What follows belongs to an exercise in optimizing a design on an open flow for small area; a production flow would make more cautious choices.
Only simulation tests tie the RTL to the original design; equivalence was not proved.
No activity file was given, so power comes from the tool's default toggle rates.

Setup of alpha:
==> flow/design.v <==
module bp_counter_table (
    input  logic       clk,
    input  logic       rst_b,
    input  logic [7:0] i_rd_idx,
    output logic       o_rd_taken,
    input  logic       i_wr_en,
    input  logic [7:0] i_wr_idx,
    input  logic       i_wr_taken
);
    logic r_clr;
    always_ff @(posedge clk or negedge rst_b) begin
        if (!rst_b) r_clr <= 1'b1;
        else        r_clr <= 1'b0;
    end
    logic [15:0] w_row;
    logic [15:0] w_col;
    always_comb begin
        for (int r = 0; r < 16; r++) w_row[r] = i_wr_en && (i_wr_idx[7:4] == r[3:0]);
        for (int c = 0; c < 16; c++) w_col[c] = (i_wr_idx[3:0] == c[3:0]);
    end
    logic [255:0] w_h;       
    logic [255:0] w_ln;      
    logic         w_new_h, w_new_ln;
    logic [15:0]  w_row_h;   
    logic [15:0]  w_row_ln;  
    logic [15:0]  w_row_k;   
    logic [15:0]  w_col_k;   
    assign w_row_h  = w_row & {16{w_new_h}};
    assign w_row_ln = w_row & {16{w_new_ln}};
    assign w_row_k  = w_row | {16{r_clr}};
    assign w_col_k  = w_col | {16{r_clr}};
    for (genvar i = 0; i < 256; i++) begin : g_ent
        bp_ctr_entry u_ent (
            .clk      (clk),
            .i_col    (w_col[i % 16]),
            .i_row_k  (w_row_k[i / 16]),
            .i_col_k  (w_col_k[i % 16]),
            .i_row_h  (w_row_h[i / 16]),
            .i_row_ln (w_row_ln[i / 16]),
            .o_h      (w_h[i]),
            .o_ln     (w_ln[i])
        );
    end
    logic [15:0] w_rh_n, w_rln_n;
    for (genvar r = 0; r < 16; r++) begin : g_wr
        bp_ctr_rd16 u_rd_h  (.i_sel(w_col), .i_dat(w_h[r*16 +: 16]),  .o_or_n(w_rh_n[r]));
        bp_ctr_rd16 u_rd_ln (.i_sel(w_col), .i_dat(w_ln[r*16 +: 16]), .o_or_n(w_rln_n[r]));
    end
    logic w_cur_h, w_cur_ln;
    assign w_cur_h  = |(w_row & ~w_rh_n);
    assign w_cur_ln = |(w_row & ~w_rln_n);
    logic w_h_c, w_ln_c;
    assign w_h_c    = w_cur_h  & ~r_clr;
    assign w_ln_c   = w_cur_ln & ~r_clr;
    assign w_new_h  = (w_h_c & ~w_ln_c) | (w_h_c & i_wr_taken) | (~w_ln_c & i_wr_taken);
    assign w_new_ln = ~((w_h_c & w_ln_c) | (w_h_c & i_wr_taken) | (w_ln_c & i_wr_taken));
    logic [15:0] w_rd_col;
    logic [15:0] w_grp_n;
    logic        w_rd_h, w_byp;
    always_comb begin
        for (int c = 0; c < 16; c++) w_rd_col[c] = (i_rd_idx[3:0] == c[3:0]);
    end
    for (genvar g = 0; g < 16; g++) begin : g_rd
        bp_ctr_rd16 u_rd (.i_sel(w_rd_col), .i_dat(w_h[g*16 +: 16]), .o_or_n(w_grp_n[g]));
    end
    assign w_rd_h     = ~w_grp_n[i_rd_idx[7:4]] & ~r_clr;
    assign w_byp      = i_wr_en && (i_wr_idx == i_rd_idx);
    assign o_rd_taken = w_byp ? w_new_h : w_rd_h;
endmodule
module bp_ctr_entry (
    input  logic clk,
    input  logic i_row_k,
    input  logic i_col,
    input  logic i_col_k,
    input  logic i_row_h,
    input  logic i_row_ln,
    output logic o_h,
    output logic o_ln
);
    logic r_h, r_ln;
    logic w_keep, w_h_d, w_ln_d;
    assign w_keep = ~(i_row_k & i_col_k);
    assign w_h_d  = (i_col & i_row_h)  | (w_keep & r_h);
    assign w_ln_d = (i_col & i_row_ln) | (w_keep & r_ln);
    always_ff @(posedge clk) begin
        r_h  <= w_h_d;
        r_ln <= w_ln_d;
    end
    assign o_h  = r_h;
    assign o_ln = r_ln;
endmodule
module bp_ctr_aoi3 (
    input  logic [2:0] i_sel,
    input  logic [2:0] i_dat,
    output logic       o_n
);
    assign o_n = ~((i_sel[0] & i_dat[0]) | (i_sel[1] & i_dat[1]) | (i_sel[2] & i_dat[2]));
endmodule
module bp_ctr_rd16 (
    input  logic [15:0] i_sel,
    input  logic [15:0] i_dat,
    output logic        o_or_n
);
    logic [5:0] w_n;
    for (genvar k = 0; k < 5; k++) begin : g_k
        bp_ctr_aoi3 u_aoi (.i_sel(i_sel[k*3 +: 3]), .i_dat(i_dat[k*3 +: 3]), .o_n(w_n[k]));
    end
    assign w_n[5] = ~(i_sel[15] & i_dat[15]);
    assign o_or_n = &w_n;
endmodule
module bp_gshare_predictor (
    input  logic       clk,
    input  logic       rst_b,
    input  logic       pred_valid,
    input  logic [9:2] pred_addr,
    output logic       pred_resp_valid,
    output logic       pred_taken,
    output logic [7:0] pred_index,
    input  logic       upd_valid,
    input  logic [7:0] upd_index,
    input  logic       upd_taken,
    input  logic       upd_pred,
    output logic [7:0] ghr,
    output logic [15:0] miss_count
);
    logic [7:0]  r_ghr;
    logic [15:0] r_miss;
    logic        r_resp_valid;
    logic        r_taken;
    logic [7:0]  r_index;
    logic [7:0]  w_pred_idx;
    logic        w_pred_taken;
    assign w_pred_idx = pred_addr ^ r_ghr;
    bp_counter_table u_table (
        .clk        (clk),
        .rst_b      (rst_b),
        .i_rd_idx   (w_pred_idx),
        .o_rd_taken (w_pred_taken),
        .i_wr_en    (upd_valid),
        .i_wr_idx   (upd_index),
        .i_wr_taken (upd_taken)
    );
    always_ff @(posedge clk or negedge rst_b) begin
        if (!rst_b) begin
            r_resp_valid <= 1'b0;
            r_taken      <= 1'b0;
            r_index      <= '0;
        end else begin
            r_resp_valid <= pred_valid;
            if (pred_valid) begin
                r_taken <= w_pred_taken;
                r_index <= w_pred_idx;
            end
        end
    end
    always_ff @(posedge clk or negedge rst_b) begin
        if (!rst_b) begin
            r_ghr <= '0;
        end else if (upd_valid) begin
            r_ghr <= {r_ghr[6:0], upd_taken};
        end
    end
    always_ff @(posedge clk or negedge rst_b) begin
        if (!rst_b) begin
            r_miss <= '0;
        end else if (upd_valid && (upd_taken != upd_pred) && (r_miss != 16'hffff)) begin
            r_miss <= r_miss + 16'd1;
        end
    end
    assign pred_resp_valid = r_resp_valid;
    assign pred_taken      = r_taken;
    assign pred_index      = r_index;
    assign ghr             = r_ghr;
    assign miss_count      = r_miss;
endmodule
==> flow/config.mk <==
export PLATFORM = sky130hd
export DESIGN_NAME = bp_gshare_predictor
export DESIGN_NICKNAME = bp_gshare_predictor
export VERILOG_FILES = /design/flow/design.v
export SDC_FILE = /design/flow/constraint.sdc
export NUM_CORES = 4
export LEC_CHECK = 0
export CAP_MARGIN = 0
export CORE_MARGIN = 2
export CORE_UTILIZATION = 50
export SLEW_MARGIN = 0
export SYNTH_HIERARCHICAL = 1
==> flow/constraint.sdc <==
create_clock -name core_clock -period 8.0 [get_ports {clk}]
set_input_delay 1.6000 -clock core_clock [delete_from_list [all_inputs] [get_ports {clk}]]
set_output_delay 1.6000 -clock core_clock [all_outputs]
set_load 0.01 [all_outputs]
standard.sh (not shown) runs the stock make flow with config.mk's settings and CLKGATE_MAP_FILE= SYNTH_SCRIPT=/design/flow/synth_recipe.tcl, a recipe that flattens the netlist after the stock synthesis.
==> flow/flow/run.sh <==
#!/bin/bash
# Own layout flow: the standard synthesis script, except that ABC maps the
# combinational logic with an area-oriented script (flow/area.abc) instead of
# ORFS's delay-oriented one. Registers, their names and cell types are those
# of the standard synthesis (flip-flops are mapped before ABC runs, and ABC
# does not touch them). Then the standard layout from floorplan to finish,
# with a leaner clock tree (no dummy loads) and small port buffers.
# Every tool writes its full output to a log file in the work folder.
set -euo pipefail
W=$PWD
export MY_ABC_SCRIPT=$W/flow/area.abc
cat > $W/flow_synth.tcl <<'EOT'
proc abc {args} {
  set i [lsearch -exact $args -script]
  if {$i >= 0} { set args [lreplace $args $i [expr {$i+1}] -script $::env(MY_ABC_SCRIPT)] }
  yosys abc {*}$args
}
EOT
echo "source $W/synth_recipe.tcl" >> $W/flow_synth.tcl
source $W/flow/knobs.sh
bash standard.sh SYNTH_SCRIPT=$W/flow_synth.tcl synth > $W/flow_1_synth.log 2>&1
bash standard.sh SYNTH_SCRIPT=$W/flow_synth.tcl "${KNOBS[@]}" finish > $W/flow_2_layout.log 2>&1
==> flow/flow/area.abc <==
&get -n
&st
&dch
&nf -R 1000
&put
==> flow/flow/knobs.sh <==
KNOBS=(
  "CTS_ARGS=-sink_clustering_enable -repair_clock_nets -dont_use_dummy_load -sink_clustering_size 16 -sink_clustering_max_diameter 80 -buf_list sky130_fd_sc_hd__clkbuf_8"
  "BUFFER_PORTS_ARGS=-buffer_cell sky130_fd_sc_hd__buf_1"
)
Input-level comparison between beta and alpha:
--- a/flow/config.mk
+++ b/flow/config.mk
@@ -8,5 +8,5 @@
 export CAP_MARGIN = 0
 export CORE_MARGIN = 2
-export CORE_UTILIZATION = 50
+export CORE_UTILIZATION = 72
 export SLEW_MARGIN = 0
 export SYNTH_HIERARCHICAL = 1
Results
- The clock buffer and inverter area fraction after layout on beta is in line with that on alpha.
- Going from alpha to beta, aggregate routed wire length went down by about 6.5%, via count picked up an extra about 4.4%.
- Combinational power: beta < alpha
- [diff] total power consumption of the routed design, beta relative to alpha: improvement
- Compared beta vs alpha, and die area is down in beta.
- Compare alpha and beta | initial antenna violation count lower: beta
- On depth of the most critical reg-to-reg path: beta sits above alpha.
- Launching element of the worst setup path: upd_index[2] -> alpha, upd_index[0] -> beta
- beta vs alpha on power density over the cells: beta is the higher one.
- [compare] base=alpha new=beta: relative contribution of combinational cells to total power saw little to no change, fraction of layout cells with a size suffix above 1 saw a decrease.

port drivers added, routing unchanged:
How much do the figures lean on ideal ports? The routed layouts below were timed once more, with nothing changed but the port constraints.
Step 1 sets driving cells, clkbuf_16 on the clock port and buf_2 on the other inputs (assumed; they add their load-dependent delay and slew).
Step 2 also shifts input and output timing later by t, the mid clock arrival at the registers, as if the neighbouring blocks saw the same clock.
Three values: ideal, step 1, step 2; two values: the first two.
run | t, ns | setup slack, ns | worst register clock-pin slew, ns | pins driven straight from the clock port
alpha | 0.705 | 1.778 / 1.798 / 1.093 | 0.11 / 0.11 | 1
beta | 0.623 | 1.516 / 1.543 / 0.920 | 0.11 / 0.11 | 1
After both steps every run listed still meets setup and hold. The setup slack of alpha, which loses most, moves by +0.020 ns with the drivers and by -0.685 ns with both steps.
